This is an optimization exercise on Yosys and OpenROAD, whose aim is small area, a short achievable clock period and few clock cycles, not a production implementation.
At most, simulation tests tie the RTL to the original design; equivalence was not proved.
For runs 1 and 4, only the layout was checked, not whether the RTL still works.
No activity file was given, so power comes from the tool's default toggle rates.

File: flow/run.sh
#!/bin/bash
# synth_recipe.tcl (not shown) runs the flow's synth.tcl, then flattens the netlist and writes it again
# the make line also repeats each setting of config.mk as NAME=value (left out here)
make -C /OpenROAD-flow-scripts/flow DESIGN_CONFIG=/design/flow/config.mk WORK_HOME=/design/flow/orfs CLKGATE_MAP_FILE= SYNTH_SCRIPT=/design/flow/synth_recipe.tcl finish
File: flow/config.mk
export PLATFORM = sky130hd
export DESIGN_NAME = mac_acc_array
export DESIGN_NICKNAME = mac_acc_array
export VERILOG_FILES = /design/flow/design.v
export SDC_FILE = /design/flow/constraint.sdc
export NUM_CORES = 4
export LEC_CHECK = 0
export CAP_MARGIN = 20
export CORE_MARGIN = 2
export CORE_UTILIZATION = 40
export SLEW_MARGIN = 20
File: flow/constraint.sdc
create_clock -name core_clock -period 5.6 [get_ports {clk}]
set_input_delay 1.1200 -clock core_clock [delete_from_list [all_inputs] [get_ports {clk}]]
set_output_delay 1.1200 -clock core_clock [all_outputs]
set_load 0.01 [all_outputs]
File: flow/design.v
package mac_pkg;
    localparam int MAC_DW = 8;
    localparam int PW = 2 * MAC_DW + 2;
    typedef enum logic {
        IDLE,
        ACC
    } acc_state_e;
    function automatic logic signed [PW-1:0] mul_ext(
        input logic [MAC_DW-1:0] a,
        input logic              a_sgn,
        input logic [MAC_DW-1:0] w,
        input logic              w_sgn
    );
        logic signed [MAC_DW:0] ax;
        logic signed [MAC_DW:0] wx;
        ax = $signed({a_sgn & a[MAC_DW-1], a});
        wx = $signed({w_sgn & w[MAC_DW-1], w});
        mul_ext = ax * wx;
    endfunction
endpackage
module mac_lane (
    input  logic        clk,
    input  logic [7:0]  a,
    input  logic [7:0]  w,
    input  logic        a_sgn,
    input  logic        w_sgn,
    input  logic        start,    
    output logic [23:0] q,
    output logic        ovf
);
    logic       sa, sw, ss;
    logic [7:0] pp [8];
    logic [7:0] nw, na;
    assign sa = a_sgn & a[7];
    assign sw = w_sgn & w[7];
    assign ss = sa & sw;
    for (genvar i = 0; i < 8; i++) begin : g_pp
        assign pp[i] = w & {8{a[i]}};
        assign nw[i] = ~(sa & w[i]);
        assign na[i] = ~(sw & a[i]);
    end
    logic n1, n2, n3, n4, n5, n6, n7, n8, n9, n10, n11, n12, n13, n14, n15, n16, n17, n18, n19, n20, n21, n22, n23, n24, n25, n26, n27, n28, n29, n30, n31, n32, n33, n34, n35, n36, n37, n38, n39, n40, n41, n42, n43, n44, n45, n46, n47, n48, n49, n50, n51, n52, n53, n54, n55, n56, n57, n58, n59, n60, n61, n62, n63, n64, n65, n66, n67, n68, n69, n70, n71, n72, n73, n74, n75, n76, n77, n78, n79, n80, n81, n82, n83, n84, n85, n86, n87, n88, n89, n90, n91, n92, n93, n94, n95, n96, n97, n98, n99, n100, n101, n102, n103, n104, n105, n106, n107, n108, n109, n110, n111, n112;
    assign n1 = pp[0][6] ^ pp[1][5];
    assign n2 = pp[0][6] & pp[1][5];
    assign n3 = pp[0][7] ^ pp[1][6] ^ pp[2][5];
    assign n4 = (pp[0][7] & pp[1][6]) | (pp[0][7] & pp[2][5]) | (pp[1][6] & pp[2][5]);
    assign n5 = pp[3][4] ^ pp[4][3];
    assign n6 = pp[3][4] & pp[4][3];
    assign n7 = pp[1][7] ^ pp[2][6] ^ pp[3][5];
    assign n8 = (pp[1][7] & pp[2][6]) | (pp[1][7] & pp[3][5]) | (pp[2][6] & pp[3][5]);
    assign n9 = pp[4][4] ^ pp[5][3] ^ pp[6][2];
    assign n10 = (pp[4][4] & pp[5][3]) | (pp[4][4] & pp[6][2]) | (pp[5][3] & pp[6][2]);
    assign n11 = pp[7][1] ^ nw[0];
    assign n12 = pp[7][1] & nw[0];
    assign n13 = pp[2][7] ^ pp[3][6] ^ pp[4][5];
    assign n14 = (pp[2][7] & pp[3][6]) | (pp[2][7] & pp[4][5]) | (pp[3][6] & pp[4][5]);
    assign n15 = pp[5][4] ^ pp[6][3] ^ pp[7][2];
    assign n16 = (pp[5][4] & pp[6][3]) | (pp[5][4] & pp[7][2]) | (pp[6][3] & pp[7][2]);
    assign n17 = nw[1] ^ na[1] ^ 1'b1;
    assign n18 = (nw[1] & na[1]) | (nw[1] & 1'b1) | (na[1] & 1'b1);
    assign n19 = pp[3][7] ^ pp[4][6] ^ pp[5][5];
    assign n20 = (pp[3][7] & pp[4][6]) | (pp[3][7] & pp[5][5]) | (pp[4][6] & pp[5][5]);
    assign n21 = pp[6][4] ^ pp[7][3] ^ nw[2];
    assign n22 = (pp[6][4] & pp[7][3]) | (pp[6][4] & nw[2]) | (pp[7][3] & nw[2]);
    assign n23 = pp[4][7] ^ pp[5][6] ^ pp[6][5];
    assign n24 = (pp[4][7] & pp[5][6]) | (pp[4][7] & pp[6][5]) | (pp[5][6] & pp[6][5]);
    assign n25 = pp[0][4] ^ pp[1][3];
    assign n26 = pp[0][4] & pp[1][3];
    assign n27 = pp[0][5] ^ pp[1][4] ^ pp[2][3];
    assign n28 = (pp[0][5] & pp[1][4]) | (pp[0][5] & pp[2][3]) | (pp[1][4] & pp[2][3]);
    assign n29 = pp[3][2] ^ pp[4][1];
    assign n30 = pp[3][2] & pp[4][1];
    assign n31 = pp[2][4] ^ pp[3][3] ^ pp[4][2];
    assign n32 = (pp[2][4] & pp[3][3]) | (pp[2][4] & pp[4][2]) | (pp[3][3] & pp[4][2]);
    assign n33 = pp[5][1] ^ pp[6][0] ^ n1;
    assign n34 = (pp[5][1] & pp[6][0]) | (pp[5][1] & n1) | (pp[6][0] & n1);
    assign n35 = pp[5][2] ^ pp[6][1] ^ pp[7][0];
    assign n36 = (pp[5][2] & pp[6][1]) | (pp[5][2] & pp[7][0]) | (pp[6][1] & pp[7][0]);
    assign n37 = n3 ^ n5 ^ n2;
    assign n38 = (n3 & n5) | (n3 & n2) | (n5 & n2);
    assign n39 = na[0] ^ n7 ^ n9;
    assign n40 = (na[0] & n7) | (na[0] & n9) | (n7 & n9);
    assign n41 = n11 ^ n4 ^ n6;
    assign n42 = (n11 & n4) | (n11 & n6) | (n4 & n6);
    assign n43 = n13 ^ n15 ^ n17;
    assign n44 = (n13 & n15) | (n13 & n17) | (n15 & n17);
    assign n45 = n8 ^ n10 ^ n12;
    assign n46 = (n8 & n10) | (n8 & n12) | (n10 & n12);
    assign n47 = na[2] ^ n19 ^ n21;
    assign n48 = (na[2] & n19) | (na[2] & n21) | (n19 & n21);
    assign n49 = n14 ^ n16 ^ n18;
    assign n50 = (n14 & n16) | (n14 & n18) | (n16 & n18);
    assign n51 = pp[7][4] ^ nw[3] ^ na[3];
    assign n52 = (pp[7][4] & nw[3]) | (pp[7][4] & na[3]) | (nw[3] & na[3]);
    assign n53 = n23 ^ n20 ^ n22;
    assign n54 = (n23 & n20) | (n23 & n22) | (n20 & n22);
    assign n55 = pp[5][7] ^ pp[6][6] ^ pp[7][5];
    assign n56 = (pp[5][7] & pp[6][6]) | (pp[5][7] & pp[7][5]) | (pp[6][6] & pp[7][5]);
    assign n57 = nw[4] ^ na[4] ^ n24;
    assign n58 = (nw[4] & na[4]) | (nw[4] & n24) | (na[4] & n24);
    assign n59 = pp[6][7] ^ pp[7][6] ^ nw[5];
    assign n60 = (pp[6][7] & pp[7][6]) | (pp[6][7] & nw[5]) | (pp[7][6] & nw[5]);
    assign n61 = pp[0][3] ^ pp[1][2];
    assign n62 = pp[0][3] & pp[1][2];
    assign n63 = pp[2][2] ^ pp[3][1] ^ pp[4][0];
    assign n64 = (pp[2][2] & pp[3][1]) | (pp[2][2] & pp[4][0]) | (pp[3][1] & pp[4][0]);
    assign n65 = pp[5][0] ^ n27 ^ n29;
    assign n66 = (pp[5][0] & n27) | (pp[5][0] & n29) | (n27 & n29);
    assign n67 = n31 ^ n33 ^ n28;
    assign n68 = (n31 & n33) | (n31 & n28) | (n33 & n28);
    assign n69 = n35 ^ n37 ^ n32;
    assign n70 = (n35 & n37) | (n35 & n32) | (n37 & n32);
    assign n71 = n39 ^ n41 ^ n36;
    assign n72 = (n39 & n41) | (n39 & n36) | (n41 & n36);
    assign n73 = n43 ^ n45 ^ n40;
    assign n74 = (n43 & n45) | (n43 & n40) | (n45 & n40);
    assign n75 = n47 ^ n49 ^ n44;
    assign n76 = (n47 & n49) | (n47 & n44) | (n49 & n44);
    assign n77 = n51 ^ n53 ^ n48;
    assign n78 = (n51 & n53) | (n51 & n48) | (n53 & n48);
    assign n79 = n55 ^ n57 ^ n52;
    assign n80 = (n55 & n57) | (n55 & n52) | (n57 & n52);
    assign n81 = na[5] ^ n59 ^ n56;
    assign n82 = (na[5] & n59) | (na[5] & n56) | (n59 & n56);
    assign n83 = pp[7][7] ^ nw[6] ^ na[6];
    assign n84 = (pp[7][7] & nw[6]) | (pp[7][7] & na[6]) | (nw[6] & na[6]);
    assign n85 = pp[0][2] ^ pp[1][1];
    assign n86 = pp[0][2] & pp[1][1];
    assign n87 = pp[2][1] ^ pp[3][0] ^ n61;
    assign n88 = (pp[2][1] & pp[3][0]) | (pp[2][1] & n61) | (pp[3][0] & n61);
    assign n89 = n25 ^ n63 ^ n62;
    assign n90 = (n25 & n63) | (n25 & n62) | (n63 & n62);
    assign n91 = n26 ^ n65 ^ n64;
    assign n92 = (n26 & n65) | (n26 & n64) | (n65 & n64);
    assign n93 = n30 ^ n67 ^ n66;
    assign n94 = (n30 & n67) | (n30 & n66) | (n67 & n66);
    assign n95 = n34 ^ n69 ^ n68;
    assign n96 = (n34 & n69) | (n34 & n68) | (n69 & n68);
    assign n97 = n38 ^ n71 ^ n70;
    assign n98 = (n38 & n71) | (n38 & n70) | (n71 & n70);
    assign n99 = n42 ^ n73 ^ n72;
    assign n100 = (n42 & n73) | (n42 & n72) | (n73 & n72);
    assign n101 = n46 ^ n75 ^ n74;
    assign n102 = (n46 & n75) | (n46 & n74) | (n75 & n74);
    assign n103 = n50 ^ n77 ^ n76;
    assign n104 = (n50 & n77) | (n50 & n76) | (n77 & n76);
    assign n105 = n54 ^ n79 ^ n78;
    assign n106 = (n54 & n79) | (n54 & n78) | (n79 & n78);
    assign n107 = n58 ^ n81 ^ n80;
    assign n108 = (n58 & n81) | (n58 & n80) | (n81 & n80);
    assign n109 = n60 ^ n83 ^ n82;
    assign n110 = (n60 & n83) | (n60 & n82) | (n83 & n82);
    assign n111 = nw[7] ^ na[7] ^ n84;
    assign n112 = (nw[7] & na[7]) | (nw[7] & n84) | (na[7] & n84);
    logic [32:0] rows_d, rows_q;
    assign rows_d = {n112, ss, n110, n111, n108, n109, n106, n107, n104, n105, n102, n103, n100, n101, n98, n99, n96, n97, n94, n95, n92, n93, n90, n91, n88, n89, n86, n87, n85, pp[2][0], pp[1][0], pp[0][1], pp[0][0]};
    always_ff @(posedge clk) rows_q <= rows_d;
    logic [17:0] r0, r1, r2, s, c, t;
    assign r0 = {1'b1, rows_q[31], rows_q[29], rows_q[27], rows_q[25], rows_q[23], rows_q[21], rows_q[19], rows_q[17], rows_q[15], rows_q[13], rows_q[11], rows_q[9], rows_q[7], rows_q[5], rows_q[3], rows_q[1], rows_q[0]};
    assign r1 = {1'b0, rows_q[32], rows_q[30], rows_q[28], rows_q[26], rows_q[24], rows_q[22], rows_q[20], rows_q[18], rows_q[16], rows_q[14], rows_q[12], rows_q[10], rows_q[8], rows_q[6], rows_q[4], rows_q[2], 1'b0};
    assign r2 = {2'b00, start ? 16'd0 : q[15:0]};
    assign s = r0 ^ r1 ^ r2;
    assign c = (r0 & r1) | (r0 & r2) | (r1 & r2);
    assign t = s + {c[16:0], 1'b0};
    logic [7:0]  hi, hi_nx;
    logic        up, dn, pos, neg;
    logic [23:0] sum;
    assign hi    = start ? 8'd0 : q[23:16];
    assign up    = !t[17] && t[16];
    assign dn    = t[17];
    assign hi_nx = up ? hi + 8'd1 : dn ? hi - 8'd1 : hi;
    assign pos   = up && hi == 8'h7f;
    assign neg   = dn && hi == 8'h80;
    assign sum   = {hi_nx, t[15:0]};
    always_ff @(posedge clk) begin
        q   <= {(sum[23] & !pos) | neg, (sum[22:0] | {23{pos}}) & ~{23{neg}}};
        ovf <= (!start & ovf) | pos | neg;
    end
endmodule
module mac_acc_array #(
    parameter int DW    = mac_pkg::MAC_DW,
    parameter int LANES = 8,
    parameter int ACCW  = 2 * DW + 8
) (
    input  logic                  clk,
    input  logic                  rst_n,
    input  logic                  in_valid,
    output logic                  in_ready,
    input  logic [LANES*DW-1:0]   A,
    input  logic [LANES*DW-1:0]   W,
    input  logic                  Asigned,
    input  logic                  Wsigned,
    input  logic                  acc_clr,
    input  logic                  acc_last,
    output logic                  out_valid,
    input  logic                  out_ready,
    output logic [LANES*ACCW-1:0] Q,
    output logic [LANES-1:0]      ovf
);
    logic                take;
    logic                v1;
    logic                v2;
    logic                as1;
    logic                ws1;
    logic                clr1;
    logic                clr2;
    logic                last1;
    logic                last2;
    logic [LANES*DW-1:0] a1;
    logic [LANES*DW-1:0] w1;
    logic                start;
    logic                in_burst;
    assign in_ready = !(v1 && last1) && !(v2 && last2) && (!out_valid || out_ready);
    assign take     = in_valid && in_ready;
    assign start    = v2 && (clr2 || !in_burst);
    always_ff @(posedge clk or negedge rst_n) begin
        if (!rst_n) begin
            v1        <= 1'b0;
            v2        <= 1'b0;
            in_burst  <= 1'b0;
            out_valid <= 1'b0;
        end else begin
            v1        <= take;
            v2        <= v1;
            out_valid <= (v2 && last2) || (out_valid && !out_ready);
            if (v2) begin
                in_burst <= !last2;
            end
        end
    end
    always_ff @(posedge clk) begin
        a1    <= take ? A : '0;
        w1    <= W;
        as1   <= Asigned;
        ws1   <= Wsigned;
        clr1  <= acc_clr;
        last1 <= acc_last;
        clr2  <= clr1;
        last2 <= last1;
    end
    for (genvar i = 0; i < LANES; i++) begin : g_lane
        mac_lane u_lane (
            .clk  (clk),
            .a    (a1[i*DW +: DW]),
            .w    (w1[i*DW +: DW]),
            .a_sgn(as1),
            .w_sgn(ws1),
            .start(start),
            .q    (Q[i*ACCW +: ACCW]),
            .ovf  (ovf[i])
        );
    end
endmodule
==> results of run 1 <==
[cell type report]
| cell class | instances | area share |
|---|---|---|
| Tap cell | 1380 | 0.0352 |
| Clock buffer | 95 | 0.0425 |
| Multi-Input combinational cell | 2910 | 0.521 |
| Clock inverter | 39 | 0.0104 |
| Inverter | 896 | 0.0685 |
| Sequential cell | 602 | 0.246 |
| Timing Repair Buffer | 383 | 0.0761 |
[cell usage in the layout, fill, tap and decap left out, types with 7 or more instances in the layout]
cell             synthesis  routed
a211o_1                 12      12
a211oi_1                38      38
a21o_1                  47      47
a21oi_1                274     273
a31oi_1                 18      18
and2_1                 445     445
and3_1                 142     142
and4_1                  10      10
buf_4                   10      44
bufinv_16                0      10
clkbuf_1                95       9
clkbuf_16                0      77
clkbuf_8                 0       9
clkdlybuf4s50_1          0     336
clkinv_2                 0      10
clkinvlp_4               0       7
dfxtp_1                598     596
fa_1                   512     512
ha_1                   224     224
inv_1                  895     895
inv_6                    0       7
mux2i_1                  9       9
nand2_1                415     415
nand2b_1                15      15
nand3_1                 71      71
nand4_1                 19      19
nor2_1                 159     159
nor2b_1                 16      16
nor3_1                  65      63
nor4_1                  15      13
o211ai_1                15      15
o21a_1                  27      26
o21ai_0                 91      90
o21bai_1                15      15
o31ai_1                 10      10
or2_2                    9       9
or3_1                   10      10
xnor2_1                 45      45
xor2_1                  70      70
[through the flow]
step                      cells  setup WS, ns  hold slack (ns)  cell area [sq um]
final                      6305         0.443            0.344              49100
after global routing       6305       0.00565            0.363              49100
after CTS                  6305         0.448            0.350              49100
after detailed placement   6171         0.469            0.315              46500
after global placement     6171         0.550            0.319              46500
after floorplan            4531       0.00473            0.310              41500
[metal layers]
layer	global-route usage	vias to the layer above	wire [um]
met1	0.284	15300	49500
met2	0.348	715	50900
li1	-	14900	-
met4	0.0638	0	2740
met5	0	-	0
met3	0.0326	146	5440
[cell usage after synthesis (all sizes together) (8+ instances only)]
master / n / area (sq um)
clkbuf: 95 / 357
nor4: 18 / 149
buf: 28 / 168
xor2: 70 / 613
a21oi: 274 / 1370
a211o: 12 / 105
nand2b: 15 / 93.8
ha: 224 / 2800
a211oi: 38 / 285
a31oi: 18 / 113
a21o: 47 / 353
fa: 512 / 10200
o21a: 27 / 203
mux2i: 9 / 90.1
o211ai: 15 / 113
nand3: 71 / 355
a311oi: 8 / 100
o31ai: 10 / 75.1
dfxtp: 598 / 12000
nor3: 66 / 335
and4: 10 / 87.6
nand2: 415 / 1560
or3: 10 / 62.6
and3: 142 / 888
nor2b: 16 / 100
inv: 896 / 3360
or2: 9 / 56.3
xnor2: 45 / 394
and2: 446 / 2790
nand4: 19 / 119
o21ai: 92 / 460
o21bai: 15 / 113
nor2: 159 / 597
[cells by family after synthesis]
kind of cell,Yosys count
and+or+nand+nor,1419
buffers and inverters,1019
adders and majority gates,736
AOI/OAI and AO/OA,625
DFF,602
xor gates and xnor gates,115
muxes,15
[final timing paths]
kind / from / slack (ns) / endpoint
hold reg to reg: clr1 / 0.34 / clr2
max in group asynchronous: rst_n / 4.73 / v2
setup / recovery: in_burst / 0.44 / g_lane[2].u_lane.q[3]
hold / removal: clr1 / 0.34 / clr2
setup reg to reg: in_burst / 0.44 / g_lane[2].u_lane.q[3]
min in group asynchronous: rst_n / 0.70 / in_burst
[state kept, by name (all words and copies together), names as in the netlist]
signal                cells
in_burst                  1
w1                       64
last1                     1
out_valid                 1
g_lane.u_lane.q         192
as1                       1
last2                     1
g_lane.u_lane.ovf         8
g_lane.u_lane.rows_q    264
clr1                      1
a1                       64
clr2                      1
v2                        1
v1                        1
ws1                       1
[critical path, cell delays in order (launching register included)]
cell and delay [ns]:
dfrtp_1 0.34, inv_1 0.08, o21ai_4 0.66, buf_12 0.24, buf_4 0.16, nand2_1 0.07, fa_1 0.49, inv_1 0.04
ha_1 0.34, o21ai_0 0.17, o21a_1 0.20, nor3_1 0.39, a41o_1 0.28, o31ai_1 0.11, xnor2_1 0.50, and2_1 0.25
nand2_1 0.44, a21oi_1 0.31
[power breakdown]
group | internal (uW) | total (uW) | switching, uW
combinational | 6890 | 15200 | 8320
clock | 3120 | 5110 | 1990
sequential | 5700 | 6970 | 1270
==> results.txt, run 1 <==
worst reg-to-reg path cell count=17; worst-margin pin slew=1.10 ns; overall via count from detail_route=31100; syn nets=5403; clk slew on worst S/H paths=0.06 ns; Avg WL per Cell=17.2 um; share of synthesized cell area in full adder, half adder and majority cells=0.315; count of yosys warnings during synthesis=3; num rows=118; area of the core=103000 sq um; Worst slew margin=0.265; clock latency of the later-clocked register in the worst-skew pair=0.64 ns; total detailed-routing wirelength=109000 um; Detail Placement HPWL=83600 um; worst vdd rail ir drop=0.000420 V; number of nets in the finished design=5739; maxcap violations=0; Crit Path Max Fanout=18; combinational family with the most area after synthesis=adder cells; Initial Utilization=0.402; XOR/XNOR Fraction of Synth Area=0.0243; GRT Resource Usage Total=0.210; Layout area overhead=18.3%; total power=27300 uW; number of placed I/O pins=338; number of clock buffers inserted by TritonCTS=74; share of the yosys chip area belonging to registers=0.291; leakage power=0.0235 uW; largest net degree at the start of global routing=59; result of the run=timing/DRC/antenna clean; register bit total from synthesis=602; filler instances=9814; multiplexer area fraction after synthesis=0.00380; Netlist cell types=83; class of the worst hold path=reg2reg; sequential standard cell area=12100 sq um; number of buffers added on ports=337; Total Die Area=106000 sq um; Post-CTS Hold Buffers=0; critical path start-end classification=reg2reg; type of element capturing the critical path=flip-flop; # setup viols final=0; cell at the root of the clock tree=clkbuf_16; Cell Pwr Density=556 nW/um^2; first-pass GRT wire length=179000 um; upper clock frequency limit=194 MHz; count of pins over their slew limit=0; fraction of final layout cells with drive strength greater than 1=0.0445; cell count after synthesis=4531; setup TNS=0 ns; H-tree levels=3; detailed router's first-iteration violation count=1809; setup repair after global routing missed its margin=false; post-synthesis simple-gate area fraction=0.179; part of the cycle the worst path needs=0.921; EDFF count, synth=0; async set or reset register ratio after synthesis=0.00664; data arrival time of the critical path=5.71 ns; maximum clock skew at final layout=0.0422 ns; horizontal die dimension=326 um; area fraction in compound gates after synthesis=0.0942; Cell Area, Synth=41500 sq um; DRC viols=0; DRT antenna net count=0; Via-to-Cell Ratio=4.94; vertical die dimension=326 um; fin util=0.476; Syn Area/Cell=9.16 sq um; buffer count from post-CTS setup fixing=0; Resized Gates After CTS=0; number of inserted diodes=0; initial antenna violation count=2; Longest Clk Path Bufs=3; sinks on the clock net=602; post-layout minimum cycle time=5.16 ns; GRT overflow=0; drt pass-1 iters=5; Min-Delay Path Depth=0; RD Place Congestion=0.882; number of global-route vias before repair=32700; Fin. Hold Viols=0; CTS tree=built; main flop type after synthesis=dfxtp_1; data required time at the worst endpoint=6.15 ns; CP Launch Type=flip-flop; area of the multi-input gates=25600 sq um
==> run 2, diff against run 1 <==
--- a/flow/design.v
+++ b/flow/design.v
@@ -156,23 +156,148 @@
     assign rows_d = {n112, ss, n110, n111, n108, n109, n106, n107, n104, n105, n102, n103, n100, n101, n98, n99, n96, n97, n94, n95, n92, n93, n90, n91, n88, n89, n86, n87, n85, pp[2][0], pp[1][0], pp[0][1], pp[0][0]};
     always_ff @(posedge clk) rows_q <= rows_d;
-    logic [17:0] r0, r1, r2, s, c, t;
+    logic [17:0] r0, r1, r2, x, y, g, p, cy, t;
     assign r0 = {1'b1, rows_q[31], rows_q[29], rows_q[27], rows_q[25], rows_q[23], rows_q[21], rows_q[19], rows_q[17], rows_q[15], rows_q[13], rows_q[11], rows_q[9], rows_q[7], rows_q[5], rows_q[3], rows_q[1], rows_q[0]};
     assign r1 = {1'b0, rows_q[32], rows_q[30], rows_q[28], rows_q[26], rows_q[24], rows_q[22], rows_q[20], rows_q[18], rows_q[16], rows_q[14], rows_q[12], rows_q[10], rows_q[8], rows_q[6], rows_q[4], rows_q[2], 1'b0};
     assign r2 = {2'b00, start ? 16'd0 : q[15:0]};
-    assign s = r0 ^ r1 ^ r2;
-    assign c = (r0 & r1) | (r0 & r2) | (r1 & r2);
-    assign t = s + {c[16:0], 1'b0};
-    logic [7:0]  hi, hi_nx;
-    logic        up, dn, pos, neg;
-    logic [23:0] sum;
-    assign hi    = start ? 8'd0 : q[23:16];
-    assign up    = !t[17] && t[16];
-    assign dn    = t[17];
-    assign hi_nx = up ? hi + 8'd1 : dn ? hi - 8'd1 : hi;
-    assign pos   = up && hi == 8'h7f;
-    assign neg   = dn && hi == 8'h80;
-    assign sum   = {hi_nx, t[15:0]};
+    assign x = r0 ^ r1 ^ r2;
+    assign y = {(r0[16:0] & r1[16:0]) | (r0[16:0] & r2[16:0]) | (r1[16:0] & r2[16:0]), 1'b0};
+    assign g = x & y;
+    assign p = x ^ y;
+    logic gk0_1, pk0_1;
+    assign gk0_1 = g[1] | (p[1] & g[0]);
+    assign pk0_1 = p[1] & p[0];
+    logic gk0_3, pk0_3;
+    assign gk0_3 = g[3] | (p[3] & g[2]);
+    assign pk0_3 = p[3] & p[2];
+    logic gk0_5, pk0_5;
+    assign gk0_5 = g[5] | (p[5] & g[4]);
+    assign pk0_5 = p[5] & p[4];
+    logic gk0_7, pk0_7;
+    assign gk0_7 = g[7] | (p[7] & g[6]);
+    assign pk0_7 = p[7] & p[6];
+    logic gk0_9, pk0_9;
+    assign gk0_9 = g[9] | (p[9] & g[8]);
+    assign pk0_9 = p[9] & p[8];
+    logic gk0_11, pk0_11;
+    assign gk0_11 = g[11] | (p[11] & g[10]);
+    assign pk0_11 = p[11] & p[10];
+    logic gk0_13, pk0_13;
+    assign gk0_13 = g[13] | (p[13] & g[12]);
+    assign pk0_13 = p[13] & p[12];
+    logic gk0_15, pk0_15;
+    assign gk0_15 = g[15] | (p[15] & g[14]);
+    assign pk0_15 = p[15] & p[14];
+    logic gk0_17, pk0_17;
+    assign gk0_17 = g[17] | (p[17] & g[16]);
+    assign pk0_17 = p[17] & p[16];
+    logic gk1_2, pk1_2;
+    assign gk1_2 = g[2] | (p[2] & gk0_1);
+    assign pk1_2 = p[2] & pk0_1;
+    logic gk1_3, pk1_3;
+    assign gk1_3 = gk0_3 | (pk0_3 & gk0_1);
+    assign pk1_3 = pk0_3 & pk0_1;
+    logic gk1_6, pk1_6;
+    assign gk1_6 = g[6] | (p[6] & gk0_5);
+    assign pk1_6 = p[6] & pk0_5;
+    logic gk1_7, pk1_7;
+    assign gk1_7 = gk0_7 | (pk0_7 & gk0_5);
+    assign pk1_7 = pk0_7 & pk0_5;
+    logic gk1_10, pk1_10;
+    assign gk1_10 = g[10] | (p[10] & gk0_9);
+    assign pk1_10 = p[10] & pk0_9;
+    logic gk1_11, pk1_11;
+    assign gk1_11 = gk0_11 | (pk0_11 & gk0_9);
+    assign pk1_11 = pk0_11 & pk0_9;
+    logic gk1_14, pk1_14;
+    assign gk1_14 = g[14] | (p[14] & gk0_13);
+    assign pk1_14 = p[14] & pk0_13;
+    logic gk1_15, pk1_15;
+    assign gk1_15 = gk0_15 | (pk0_15 & gk0_13);
+    assign pk1_15 = pk0_15 & pk0_13;
+    logic gk2_4, pk2_4;
+    assign gk2_4 = g[4] | (p[4] & gk1_3);
+    assign pk2_4 = p[4] & pk1_3;
+    logic gk2_5, pk2_5;
+    assign gk2_5 = gk0_5 | (pk0_5 & gk1_3);
+    assign pk2_5 = pk0_5 & pk1_3;
+    logic gk2_6, pk2_6;
+    assign gk2_6 = gk1_6 | (pk1_6 & gk1_3);
+    assign pk2_6 = pk1_6 & pk1_3;
+    logic gk2_7, pk2_7;
+    assign gk2_7 = gk1_7 | (pk1_7 & gk1_3);
+    assign pk2_7 = pk1_7 & pk1_3;
+    logic gk2_12, pk2_12;
+    assign gk2_12 = g[12] | (p[12] & gk1_11);
+    assign pk2_12 = p[12] & pk1_11;
+    logic gk2_13, pk2_13;
+    assign gk2_13 = gk0_13 | (pk0_13 & gk1_11);
+    assign pk2_13 = pk0_13 & pk1_11;
+    logic gk2_14, pk2_14;
+    assign gk2_14 = gk1_14 | (pk1_14 & gk1_11);
+    assign pk2_14 = pk1_14 & pk1_11;
+    logic gk2_15, pk2_15;
+    assign gk2_15 = gk1_15 | (pk1_15 & gk1_11);
+    assign pk2_15 = pk1_15 & pk1_11;
+    logic gk3_8, pk3_8;
+    assign gk3_8 = g[8] | (p[8] & gk2_7);
+    assign pk3_8 = p[8] & pk2_7;
+    logic gk3_9, pk3_9;
+    assign gk3_9 = gk0_9 | (pk0_9 & gk2_7);
+    assign pk3_9 = pk0_9 & pk2_7;
+    logic gk3_10, pk3_10;
+    assign gk3_10 = gk1_10 | (pk1_10 & gk2_7);
+    assign pk3_10 = pk1_10 & pk2_7;
+    logic gk3_11, pk3_11;
+    assign gk3_11 = gk1_11 | (pk1_11 & gk2_7);
+    assign pk3_11 = pk1_11 & pk2_7;
+    logic gk3_12, pk3_12;
+    assign gk3_12 = gk2_12 | (pk2_12 & gk2_7);
+    assign pk3_12 = pk2_12 & pk2_7;
+    logic gk3_13, pk3_13;
+    assign gk3_13 = gk2_13 | (pk2_13 & gk2_7);
+    assign pk3_13 = pk2_13 & pk2_7;
+    logic gk3_14, pk3_14;
+    assign gk3_14 = gk2_14 | (pk2_14 & gk2_7);
+    assign pk3_14 = pk2_14 & pk2_7;
+    logic gk3_15, pk3_15;
+    assign gk3_15 = gk2_15 | (pk2_15 & gk2_7);
+    assign pk3_15 = pk2_15 & pk2_7;
+    logic gk4_16, pk4_16;
+    assign gk4_16 = g[16] | (p[16] & gk3_15);
+    assign pk4_16 = p[16] & pk3_15;
+    logic gk4_17, pk4_17;
+    assign gk4_17 = gk0_17 | (pk0_17 & gk3_15);
+    assign pk4_17 = pk0_17 & pk3_15;
+    assign cy[0] = g[0];
+    assign cy[1] = gk0_1;
+    assign cy[2] = gk1_2;
+    assign cy[3] = gk1_3;
+    assign cy[4] = gk2_4;
+    assign cy[5] = gk2_5;
+    assign cy[6] = gk2_6;
+    assign cy[7] = gk2_7;
+    assign cy[8] = gk3_8;
+    assign cy[9] = gk3_9;
+    assign cy[10] = gk3_10;
+    assign cy[11] = gk3_11;
+    assign cy[12] = gk3_12;
+    assign cy[13] = gk3_13;
+    assign cy[14] = gk3_14;
+    assign cy[15] = gk3_15;
+    assign cy[16] = gk4_16;
+    assign cy[17] = gk4_17;
+    assign t = p ^ {cy[16:0], 1'b0};
+    logic [7:0]  hi, hi_up, hi_dn, hi_nx;
+    logic        is_max, is_min, pos, neg;
+    assign hi     = start ? 8'd0 : q[23:16];
+    assign is_max = hi == 8'h7f;
+    assign is_min = hi == 8'h80;
+    assign hi_up  = is_max ? 8'h7f : hi + 8'd1;
+    assign hi_dn  = is_min ? 8'h80 : hi - 8'd1;
+    assign hi_nx  = t[17] ? hi_dn : t[16] ? hi_up : hi;
+    assign pos    = !t[17] && t[16] && is_max;
+    assign neg    = t[17] && is_min;
     always_ff @(posedge clk) begin
-        q   <= {(sum[23] & !pos) | neg, (sum[22:0] | {23{pos}}) & ~{23{neg}}};
+        q   <= {hi_nx, (t[15:0] & ~{16{neg}}) | {16{pos}}};
         ovf <= (!start & ovf) | pos | neg;
     end
@@ -204,5 +329,4 @@
     logic                ws1;
     logic                clr1;
-    logic                clr2;
     logic                last1;
     logic                last2;
@@ -213,9 +337,9 @@
     assign in_ready = !(v1 && last1) && !(v2 && last2) && (!out_valid || out_ready);
     assign take     = in_valid && in_ready;
-    assign start    = v2 && (clr2 || !in_burst);
     always_ff @(posedge clk or negedge rst_n) begin
         if (!rst_n) begin
             v1        <= 1'b0;
             v2        <= 1'b0;
+            start     <= 1'b0;
             in_burst  <= 1'b0;
             out_valid <= 1'b0;
@@ -223,4 +347,5 @@
             v1        <= take;
             v2        <= v1;
+            start     <= v1 && (clr1 || (v2 ? last2 : !in_burst));
             out_valid <= (v2 && last2) || (out_valid && !out_ready);
             if (v2) begin
@@ -236,5 +361,4 @@
         clr1  <= acc_clr;
         last1 <= acc_last;
-        clr2  <= clr1;
         last2 <= last1;
     end
--- a/flow/config.mk
+++ b/flow/config.mk
@@ -9,3 +9,4 @@
 export CORE_MARGIN = 2
 export CORE_UTILIZATION = 40
+export SETUP_SLACK_MARGIN = 2.5
 export SLEW_MARGIN = 20
==> run 2 against run 1 <==
Against the previous run:
- hold slack better by 0.042 ns
- routed wire length grew 3.6%
- via count down 2.2%
- clock power down 4%
- first-iteration DRC count decreased by 14%
- critical path depth rose by 8
- fmax is 9.7% higher
- combinational power grew 28%
- power up 15%
- largest power group unchanged
==> results.txt, run 2 <==
routed wl met2=53400 um; setup TNS=0 ns; count of pins over their slew limit=0; critical path start-end classification=reg2reg; clk slew on worst S/H paths=0.06 ns; Longest Clk Path Bufs=3; syn nets=5217; filler instances=8917; register bit total from synthesis=602; DRT antenna net count=0; clock latency of the later-clocked register in the worst-skew pair=0.65 ns; DRC viols=0; Detail Placement HPWL=76200 um; post-layout minimum cycle time=4.70 ns; Total Die Area=104000 sq um; cell count after synthesis=4329; most frequent cell after synthesis=inv_1; Syn Area/Cell=9.40 sq um; final worst slack=0.899 ns; post-placement setup slack=0.363 ns; final standard cell area without fillers=54400 sq um; reg2reg start=start; H-tree levels=3; sequential standard cell area=12100 sq um; upper clock frequency limit=213 MHz; CP Launch Type=flip-flop; worst reg-to-reg path cell count=25; Min-Delay Endpoint=last2; share of the yosys chip area belonging to registers=0.297; type of element capturing the critical path=flip-flop; worst-margin pin slew=0.795 ns; number of clock buffers inserted by TritonCTS=71; Regs by FF count=g_lane.u_lane.rows_q (264), g_lane.u_lane.q (192); worst vdd rail ir drop=0.000354 V; count of buffer and inverter cells on the critical path=9; most numerous cell on the critical path=buf_6; RD Place Congestion=0.850; total detailed-routing wirelength=113000 um; maximum clock skew at final layout=0.0243 ns; proportion of netlist area held by the largest area contributor=0.294; worst r2r dst=g_lane[3].u_lane.q[23]; detailed router's first-iteration violation count=1552; Min-Delay Path Depth=0; main flop type after synthesis=dfxtp_1; top cells by area, synth=dfxtp_1 29%, fa_1 26%, inv_1 8.5%; initial antenna violation count=3; Layout area overhead=33.7%; number of buffers added on ports=337; class of the worst hold path=reg2reg; cell type with the largest total area after synthesis=dfxtp_1; number of global-route vias before repair=31100; Via-to-Cell Ratio=4.76; leakage power=0.0252 uW; setup repair after global routing missed its margin=true; total power=31400 uW; overall via count from detail_route=30400; critical path's slowest cell=dfrtp_4; Worst R2R Setup Slack=0.90 ns; count of yosys warnings during synthesis=3; final cell count without fillers=6387; most frequent cells in the layout=896 x inv_1, 588 x dfxtp_1, 526 x fa_1; area of the multi-input gates=27700 sq um; Largest stage delay, worst path=0.52 ns; Cell Area, Synth=40700 sq um; maxcap violations=0; first-pass GRT wire length=174000 um; Cells after DPL=5953; total cell area at the placement stage=45900 sq um; Cell Pwr Density=577 nW/um^2; Initial Utilization=0.402; async set or reset register ratio after synthesis=0.00831; worst hold start=last1; register ranked first by flip-flop count=g_lane.u_lane.rows_q; part of the cycle the worst path needs=0.839; # setup viols final=0; Netlist cell types=88; result of the run=timing/DRC/antenna clean; GRT overflow=0; fraction of final layout cells with drive strength greater than 1=0.184; Avg WL per Cell=17.6 um; drt pass-1 iters=5; GRT Resource Usage Total=0.214; vertical die dimension=323 um; Fin. Hold Viols=0; top post-synthesis cells by count=921 x inv_1, 597 x dfxtp_1, 536 x fa_1; largest net degree at the start of global routing=66; uppermost routed layer=met5; data required time at the worst endpoint=6.12 ns; data arrival time of the critical path=5.22 ns; number of placed I/O pins=338; Worst slew margin=0.470; CTS tree=built; Routed met3 length=6770 um; EDFF count, synth=0; sinks on the clock net=602; num rows=117; cell at the root of the clock tree=clkbuf_16; number of nets in the finished design=5851; horizontal die dimension=323 um; area of the core=101000 sq um; max reg flops=264; most common cell after layout, fill and taps aside=inv_1; detailed-route wire length on metal 1=48100 um; Crit Path Max Fanout=6; family with the most delay on the worst path=simple AND/OR/NAND/NOR gates
==> run 2: metrics by stage <==
step / hold slack (ns) / util
floorplan: 0.331 / -
global placement: 0.375 / 0.453
detailed placement: 0.381 / 0.453
CTS: 0.389 / 0.523
global route: 0.392 / 0.537
finish: 0.386 / 0.537
==> run 2: layout make-up <==
type	count	share of cell area
repair buffers	663	0.127
well taps	1368	0.0315
repair inverters	1	0.000299
inverters	923	0.0639
flip-flops and latches	602	0.222
clock buffers	94	0.0368
diodes	1	0.0000460
multi-input cells	2701	0.509
clock inverters	34	0.00867
==> run 2: repair_timing <==
action | in CTS | in global routing
pin swaps | 157 | 91
setup endpoints to repair | 291 | 219
buffers inserted | 229 | 52
gates resized for setup | 488 | 216
gates cloned | 22 | 2
hold buffers | 0 | 0
hold endpoints to repair | 0 | 0
==> run 2: metal layers <==
layer | GRT usage | up-vias
met5 | 0 | -
met1 | 0.274 | 14900
met3 | 0.0482 | 212
met4 | 0.0841 | 2
met2 | 0.351 | 707
li1 | - | 14600
==> run 2: kinds of logic (layout without fill, tap and decap cells) <==
kind of cell / after synthesis / count (layout) / share of synthesized area
compound gates: 472 / 472 / 0.0719
xor+xnor: 138 / 138 / 0.0297
fa+ha+maj: 752 / 752 / 0.330
buf+inv: 1035 / 1715 / 0.0970
flops: 602 / 602 / 0.297
mux: 7 / 7 / 0.00172
other cells: 0 / 1 / 0
simple gates: 1323 / 1332 / 0.173
==> run 2: worst max path at each step <==
stage | depth (start not counted) | from | slack, ns | to
2_1_floorplan | 25 | start | 0.77 | g_lane[6].u_lane.q[23]
3_3_place_gp | 19 | start | 0.52 | g_lane[3].u_lane.q[0]
3_5_place_dp | 18 | start | 0.36 | g_lane[0].u_lane.ovf
4_1_cts | 22 | start | 1.03 | g_lane[7].u_lane.q[23]
5_1_grt | 25 | start | 0.73 | g_lane[3].u_lane.q[23]
6_report | 25 | start | 0.90 | g_lane[3].u_lane.q[23]
==> run 2: worst reg2reg max path: stages, from the launching register on <==
cell      delay [ns]
dfrtp_4         0.52
inv_12          0.10
buf_16          0.14
buf_6           0.10
buf_6           0.08
buf_6           0.09
buf_12          0.10
buf_8           0.11
nand2_4         0.04
fa_1            0.49
inv_2           0.05
ha_4            0.30
nand3_4         0.09
nor4b_4         0.35
o21ai_2         0.11
nand3b_1        0.16
a21oi_2         0.08
nor2b_1         0.16
nor2_2          0.06
fa_2            0.48
nor2b_4         0.16
nand3_4         0.10
nor4_4          0.32
buf_4           0.18
nor3_2          0.05
o32a_1          0.17
==> run 2: where the power goes <==
part / switching, uW / internal, uW / total [uW] / leakage, uW
clock: 1970 / 2950 / 4930 / 0.00122
sequential: 1270 / 5700 / 6970 / 0.00504
combinational: 9600 / 9900 / 19500 / 0.0189
total: 12800 / 18600 / 31400 / 0.0252
Testbench counts of run 2, summed over its fixed seeds: cycles 33,535.
==> run 3, diff against run 2 <==
--- a/flow/config.mk
+++ b/flow/config.mk
@@ -9,4 +9,3 @@
 export CORE_MARGIN = 2
 export CORE_UTILIZATION = 40
-export SETUP_SLACK_MARGIN = 2.5
 export SLEW_MARGIN = 20
==> run 3 against run 2 <==
Against the previous run:
- still clean
- area after synthesis stayed put
- via count shrank 5.7%
- routed wire length down 9.9%
- clock power rose by 1%
- clock skew up 0.0072 ns
- synthesized cell count unchanged
- fmax is 9.8% lower
- critical path type unchanged
- largest power group unchanged
- highest routed layer unchanged
==> results.txt, run 3 <==
result of the run=timing/DRC/antenna clean; num rows=117; post-layout minimum cycle time=5.21 ns; upper clock frequency limit=192 MHz; area of the core=101000 sq um; Syn Area/Cell=9.40 sq um; fraction of final layout cells with drive strength greater than 1=0.0461; first-pass GRT wire length=162000 um; register bit total from synthesis=602; async set or reset register ratio after synthesis=0.00831; share of the yosys chip area belonging to registers=0.297; final-layout worst hold slack=0.395 ns; sinks on the clock net=602; data arrival time of the critical path=5.74 ns; XOR/XNOR Fraction of Synth Area=0.0297; part of the cycle the worst path needs=0.931; total cell area at the placement stage=45600 sq um; Worst slew margin=0.376; Post-CTS Hold Buffers=0; syn nets=5217; maximum clock skew at final layout=0.0315 ns; main flop type after synthesis=dfxtp_1; Cells after DPL=5959; count of yosys warnings during synthesis=3; vertical die dimension=323 um; Netlist cell types=88; worst vdd rail ir drop=0.000263 V; Regs by FF count=g_lane.u_lane.rows_q (264), g_lane.u_lane.q (192); number of global-route vias before repair=29600; largest net degree at the start of global routing=66; Initial Utilization=0.402; most frequent cell after synthesis=inv_1; overall via count from detail_route=28700; proportion of netlist area held by the largest area contributor=0.294; count of buffer and inverter cells on the critical path=2; initial antenna violation count=5; leakage power=0.0229 uW; cell count after synthesis=4329; class of the worst hold path=reg2reg; maxcap violations=0; Routed met3 length=5670 um; Detail Placement HPWL=77800 um; data required time at the worst endpoint=6.13 ns; GRT overflow=0; multiplexer area fraction after synthesis=0.00172; cells along the critical path=inv_8 -> nand2_1 -> fa_1 -> inv_1 -> ha_1 -> a211oi_2 -> o21a_1 -> o21ai_1 -> o311a_1 -> a31oi_2 -> nor2_1 -> a211oi_1 -> fa_2 -> and4b_1 -> nand4_1 -> nor2_1 -> mux2i_1 -> o21ai_1 -> o31ai_1 -> o21ai_0; setup repair after global routing missed its margin=false; type of element capturing the critical path=flip-flop; H-tree levels=3; clock latency of the later-clocked register in the worst-skew pair=0.65 ns; Largest stage delay, worst path=0.62 ns; Cell Pwr Density=524 nW/um^2; uppermost routed layer=met5; family with the most delay on the worst path=compound AO/OA/AOI/OAI gates; Avg WL per Cell=16.6 um; CP Launch Type=flip-flop; final cell count without fillers=6096; number of buffers added on ports=337; total detailed-routing wirelength=101000 um; worst-margin pin slew=0.933 ns; combinational family with the most area after synthesis=adder cells; critical path's slowest cell=fa_2; number of nets in the finished design=5555; top post-synthesis cells by count=921 x inv_1, 597 x dfxtp_1, 536 x fa_1; cell at the root of the clock tree=clkbuf_16; most common cell after layout, fill and taps aside=inv_1; Resized Gates After CTS=0; register ranked first by flip-flop count=g_lane.u_lane.rows_q; number of placed I/O pins=338; drt pass-1 iters=5; RD Place Congestion=0.874; horizontal die dimension=323 um; post-synthesis simple-gate area fraction=0.173; detailed-route wire length on metal 1=47500 um; clk slew on worst S/H paths=0.06 ns; share of synthesized cell area in full adder, half adder and majority cells=0.330; top cells by area, synth=dfxtp_1 29%, fa_1 26%, inv_1 8.5%; Cell Area, Synth=40700 sq um; detailed router's first-iteration violation count=1383; DRC viols=0; routed wl met2=45500 um; final standard cell area without fillers=48200 sq um; count of pins over their slew limit=0; Layout area overhead=18.5%; DRT antenna net count=0; max reg flops=264; Crit Path Max Fanout=33; area fraction in compound gates after synthesis=0.0719; # setup viols final=0; Longest Clk Path Bufs=3; setup TNS=0 ns; Via-to-Cell Ratio=4.71; buffer count from post-CTS setup fixing=0; Fin. Hold Viols=0; Total Die Area=104000 sq um; most frequent cells in the layout=921 x inv_1, 595 x dfxtp_1, 535 x fa_1; EDFF count, synth=0; critical path start-end classification=reg2reg; GRT Resource Usage Total=0.197; number of clock buffers inserted by TritonCTS=74; cell type with the largest total area after synthesis=dfxtp_1; CTS tree=built
run 3: cell count changes in the layout (fill, tap and decap cells not counted), moves of 34 or more:
| cell | before | now |
|---|---|---|
| o21ai_0 | 18 | 107 |
| o21ai_2 | 80 | 1 |
| ha_4 | 63 | 0 |
| buf_4 | 193 | 34 |
| a21oi_1 | 66 | 127 |
| a21oi_2 | 55 | 2 |
| ha_1 | 148 | 216 |
| buf_12 | 37 | 3 |
| buf_6 | 74 | 0 |
run 3: kinds of logic after synthesis:
kind of cell               count (synthesis)
and+or+nand+nor                         1323
buffers and inverters                   1035
adders and majority gates                752
DFF                                      602
AOI/OAI and AO/OA                        472
xor gates and xnor gates                 138
muxes                                      7
run 3: where the power goes:
group          switching (uW)  internal (uW)  leakage, uW  total [uW]
registers                1200           5700      0.00503        6890
logic                    7130           6250       0.0166       13400
clock network            1980           3000      0.00125        4980
total                   10300          14900       0.0229       25300
run 3: cell type report:
cell class / count / area [sq um]
clock inverters: 39 / 445
well taps: 1368 / 1710
fillers: 9641 / 53100
repair buffers: 374 / 3680
clock buffers: 95 / 2100
diodes: 3 / 7.51
flip-flops and latches: 602 / 12100
inverters: 923 / 3470
multi-input cells: 2692 / 24700
run 3: worst paths after layout:
kind,start,end,slack (ns),cells after the start
max,start,g_lane[6].u_lane.q[23],0.39,20
max reg2reg,start,g_lane[6].u_lane.q[23],0.39,20
max in group asynchronous,rst_n,start,4.59,1
min reg2reg,last1,last2,0.39,0
min in group asynchronous,rst_n,out_valid,0.74,1
min,last1,last2,0.39,0
run 3: stage by stage:
stage                     power, uW  utilization  setup WS, ns
after global placement        20100        0.450         0.281
final                         25300        0.476         0.388
after CTS                     25500        0.476         0.155
after floorplan               16000            -        0.0747
after detailed placement      20400        0.450         0.175
after global routing          27700        0.476        0.0276
run 3: routing by layer:
metal / global-route usage / vias up
li1: - / 14000
met1: 0.270 / 14000
met2: 0.314 / 594
met3: 0.0413 / 158
met4: 0.0566 / 6
met5: 0 / -
==> run 4, diff against run 3 <==
--- a/flow/design.v
+++ b/flow/design.v
@@ -21,4 +21,5 @@
 module mac_lane (
     input  logic        clk,
+    input  logic        take,     
     input  logic [7:0]  a,
     input  logic [7:0]  w,
@@ -155,5 +156,5 @@
     logic [32:0] rows_d, rows_q;
     assign rows_d = {n112, ss, n110, n111, n108, n109, n106, n107, n104, n105, n102, n103, n100, n101, n98, n99, n96, n97, n94, n95, n92, n93, n90, n91, n88, n89, n86, n87, n85, pp[2][0], pp[1][0], pp[0][1], pp[0][0]};
-    always_ff @(posedge clk) rows_q <= rows_d;
+    always_ff @(posedge clk) rows_q <= take ? rows_d : '0;
     logic [17:0] r0, r1, r2, x, y, g, p, cy, t;
     assign r0 = {1'b1, rows_q[31], rows_q[29], rows_q[27], rows_q[25], rows_q[23], rows_q[21], rows_q[19], rows_q[17], rows_q[15], rows_q[13], rows_q[11], rows_q[9], rows_q[7], rows_q[5], rows_q[3], rows_q[1], rows_q[0]};
@@ -325,20 +326,12 @@
     logic                take;
     logic                v1;
-    logic                v2;
-    logic                as1;
-    logic                ws1;
-    logic                clr1;
     logic                last1;
-    logic                last2;
-    logic [LANES*DW-1:0] a1;
-    logic [LANES*DW-1:0] w1;
     logic                start;
     logic                in_burst;
-    assign in_ready = !(v1 && last1) && !(v2 && last2) && (!out_valid || out_ready);
+    assign in_ready = !(v1 && last1) && (!out_valid || out_ready);
     assign take     = in_valid && in_ready;
     always_ff @(posedge clk or negedge rst_n) begin
         if (!rst_n) begin
             v1        <= 1'b0;
-            v2        <= 1'b0;
             start     <= 1'b0;
             in_burst  <= 1'b0;
@@ -346,28 +339,22 @@
         end else begin
             v1        <= take;
-            v2        <= v1;
-            start     <= v1 && (clr1 || (v2 ? last2 : !in_burst));
-            out_valid <= (v2 && last2) || (out_valid && !out_ready);
-            if (v2) begin
-                in_burst <= !last2;
+            start     <= take && (acc_clr || (v1 ? last1 : !in_burst));
+            out_valid <= (v1 && last1) || (out_valid && !out_ready);
+            if (v1) begin
+                in_burst <= !last1;
             end
         end
     end
     always_ff @(posedge clk) begin
-        a1    <= take ? A : '0;
-        w1    <= W;
-        as1   <= Asigned;
-        ws1   <= Wsigned;
-        clr1  <= acc_clr;
         last1 <= acc_last;
-        last2 <= last1;
     end
     for (genvar i = 0; i < LANES; i++) begin : g_lane
         mac_lane u_lane (
             .clk  (clk),
-            .a    (a1[i*DW +: DW]),
-            .w    (w1[i*DW +: DW]),
-            .a_sgn(as1),
-            .w_sgn(ws1),
+            .take (take),
+            .a    (A[i*DW +: DW]),
+            .w    (W[i*DW +: DW]),
+            .a_sgn(Asigned),
+            .w_sgn(Wsigned),
             .start(start),
             .q    (Q[i*ACCW +: ACCW]),
==> run 4 against run 3 <==
Against the previous run:
- sequential share of layout area decreased by 4.3 points
- global-route usage is 0.67 points higher
- final cell count shrank 2.6%
- non-clock buffer count is 3 higher
- critical endpoint is now g_lane[1].u_lane.q[22]
- combinational power decreased by 25%
- clock skew shrank 0.0064 ns
- clock-buffer cell count shrank 17
- critical path depth decreased by 1
- register-to-register slack better by 0.03 ns
- sequential power down 21%
==> results.txt, run 4 <==
maxcap violations=0; horizontal die dimension=315 um; upper clock frequency limit=193 MHz; final-layout worst hold slack=0.473 ns; switching component of the power=7910 uW; sequential fraction of design power=0.282; Syn Area/Cell=8.95 sq um; clock latency of the later-clocked register in the worst-skew pair=0.64 ns; count of yosys warnings during synthesis=3; share of synthesized cell area in full adder, half adder and majority cells=0.347; Longest Clk Path Bufs=3; Int Power=11500 uW; main flop type after synthesis=dfxtp_1; XOR/XNOR Fraction of Synth Area=0.0348; final standard cell area without fillers=45400 sq um; proportion of netlist area held by the largest area contributor=0.277; setup repair after global routing missed its margin=false; overall via count from detail_route=28800; area fraction in compound gates after synthesis=0.0731; Regs by FF count=g_lane.u_lane.rows_q (264), g_lane.u_lane.q (192), g_lane.u_lane.ovf (8); filler instances=9326; Fin. Hold Viols=0; register ranked first by flip-flop count=g_lane.u_lane.rows_q; # setup viols final=0; number of nets in the finished design=5502; total detailed-routing wirelength=100000 um; post-layout minimum cycle time=5.18 ns; result of the run=timing/DRC/antenna clean; DRT antenna net count=0; most common cell after layout, fill and taps aside=inv_1; GRT overflow=0; total power=19400 uW; Avg WL per Cell=16.9 um; Detail Placement HPWL=76100 um; class of the worst hold path=reg2reg; drt pass-1 iters=5; vertical die dimension=315 um; fraction of final layout cells with drive strength greater than 1=0.0406; Initial Utilization=0.402; most frequent cells in the layout=915 x inv_1, 536 x fa_1, 465 x dfxtp_1; multiplexer area fraction after synthesis=0.00132; Clk network pwr share=0.199; async set or reset register ratio after synthesis=0.00853; leakage power=0.0220 uW; H-tree levels=2; final worst slack=0.420 ns; share of the yosys chip area belonging to registers=0.243; CP Launch Type=flip-flop; initial antenna violation count=2; share of total power consumed by net switching=0.407; most frequent cell after synthesis=inv_1; maximum clock skew at final layout=0.0251 ns; combinational power share=0.520; sequential standard cell area=9410 sq um; worst vdd rail ir drop=0.000207 V; type of element capturing the critical path=flip-flop; number of buffers added on ports=337; data arrival time of the critical path=5.70 ns; cell at the root of the clock tree=clkbuf_16; Crit Path Max Fanout=36; critical path start-end classification=reg2reg; number of global-route vias before repair=29300; combinational family with the most area after synthesis=adder cells; Total Die Area=99300 sq um; detailed router's first-iteration violation count=1464; Via-to-Cell Ratio=4.86; DRC viols=0; clk slew on worst S/H paths=0.06 ns; top cells by area, synth=fa_1 28%, dfxtp_1 24%, inv_1 8.9%; Netlist cell types=84; cell type with the largest total area after synthesis=fa_1; register bit total from synthesis=469; area of the core=96300 sq um; RD Place Congestion=0.859; EDFF count, synth=0; Cell Area, Synth=38700 sq um; cell count after synthesis=4324; Layout area overhead=17.2%; top post-synthesis cells by count=916 x inv_1, 536 x fa_1, 465 x dfxtp_1; number of clock buffers inserted by TritonCTS=57; first-pass GRT wire length=161000 um; post-synthesis simple-gate area fraction=0.196; worst-margin pin slew=1.01 ns; data required time at the worst endpoint=6.12 ns; sinks on the clock net=469; largest net degree at the start of global routing=112; part of the cycle the worst path needs=0.925; area of the multi-input gates=25300 sq um; Worst slew margin=0.326; GRT Resource Usage Total=0.204; max reg flops=264; syn nets=5212; count of pins over their slew limit=0; setup TNS=0 ns; Cell Pwr Density=428 nW/um^2; post-placement setup slack=0.285 ns; CTS tree=built; total cell area at the placement stage=43400 sq um; num rows=114; number of placed I/O pins=338
-- run 4: repair_timing --
item	CTS	global route
setup buffers	0	0
resized for setup	0	4
setup endpoints to repair	0	32
hold buffers	0	0
-- run 4: cell type report --
| type | count | share of cell area |
|---|---|---|
| Inverter | 917 | 0.0759 |
| Sequential cell | 469 | 0.207 |
| Clock inverter | 26 | 0.00612 |
| Antenna cell | 2 | 0.000110 |
| Tap cell | 1276 | 0.0352 |
| Timing Repair Buffer | 377 | 0.0818 |
| Multi-Input combinational cell | 2792 | 0.556 |
| Clock buffer | 78 | 0.0370 |
-- run 4: logic make-up (layout without fill, tap and decap cells) --
| family | count (synthesis) | after routing |
|---|---|---|
| multiplexers | 5 | 5 |
| adder cells (fa/ha/maj) | 752 | 752 |
| flip-flops | 469 | 469 |
| AND/OR/NAND/NOR | 1411 | 1411 |
| AO/OA/AOI/OAI | 470 | 470 |
| XOR/XNOR | 154 | 154 |
| buffers and inverters | 1063 | 1398 |
| other | 0 | 2 |
-- run 4: path summary, 6_finish.rpt --
path                                 startpoint                      to  slack (ns)  cells after the start
setup / recovery                          start  g_lane[1].u_lane.q[22]        0.42                     19
min in group asynchronous                 rst_n               out_valid        0.72                      1
hold / removal             g_lane[0].u_lane.ovf    g_lane[0].u_lane.ovf        0.47                      2
hold reg to reg            g_lane[0].u_lane.ovf    g_lane[0].u_lane.ovf        0.47                      2
max in group asynchronous                 rst_n                   start        4.67                      1
setup reg to reg                          start  g_lane[1].u_lane.q[22]        0.42                     19
-- run 4: routing by layer --
layer  wire length, um  global-route usage  part of all wire  vias to the layer above
li1                  -                   -                 -                    13900
met1             47500               0.288              0.47                    14100
met2             44800               0.320              0.45                      681
met3              5670              0.0365             0.056                      133
met4              2490              0.0553             0.025                        0
met5                 0                   0                 0                        -
-- run 4: worst max-delay path, cell delays in order, from the launching register on --
cell and delay (ns):
dfrtp_4 0.49, inv_6 0.27, buf_12 0.27, buf_4 0.20
buf_4 0.16, nand2_1 0.07, fa_1 0.47, inv_1 0.06
ha_1 0.27, a21oi_1 0.07, nor2_1 0.13, o21ai_0 0.18
a211oi_2 0.36, a31oi_1 0.18, nor2b_1 0.14, nor2_1 0.07
fa_1 0.46, xor2_1 0.53, nand2_1 0.33, o32ai_1 0.33
-- run 4: through the flow --
| stage | util | instances |
|---|---|---|
| after floorplan | - | 4324 |
| after global placement | 0.451 | 5831 |
| after detailed placement | 0.451 | 5831 |
| after CTS | 0.471 | 5935 |
| after global routing | 0.471 | 5937 |
| final | 0.471 | 5937 |
-- run 4: power groups by stage --
stage	Combinational [uW]	Sequential (uW)	Clock [uW]
3_5_place_dp	10200	5540	0
3_3_place_gp	9940	5580	0
5_1_grt	11600	5610	4110
2_1_floorplan	6600	5380	0
4_1_cts	10200	5500	3970
6_report	10100	5470	3860

## afterwards: timing with drivers on the ports
How much do the figures lean on ideal ports? The routed layouts below were timed once more, with nothing changed but the port constraints. Step 1 sets driving cells, clkbuf_16 on the clock port and buf_2 on the other inputs (assumed; they add their load-dependent delay and slew). Step 2 times the ports against the registers' clock, not the clock port: input delays grow and output delays shrink by t, the midpoint of the rising clock arrivals with the driver on. Slacks: ideal ports / drivers / drivers and shift; pairs: ideal ports / drivers.
| run | shift t [ns] | setup WS [ns] | hold WS [ns] | worst setup path after step 2 |
|---|---|---|---|---|
| run 1 | 0.688 | 0.443 / 0.443 / 0.443 | 0.344 / 0.344 / 0.344 | register to register |
| run 2 | 0.714 | 0.899 / 0.899 / 0.899 | 0.386 / 0.386 / 0.386 | register to register |
| run 3 | 0.699 | 0.388 / 0.388 / 0.388 | 0.395 / 0.395 / 0.395 | register to register |
| run 4 | 0.686 | 0.420 / 0.420 / 0.420 | 0.473 / 0.473 / 0.473 | register to register |
After both steps setup and hold are still met in every run listed.
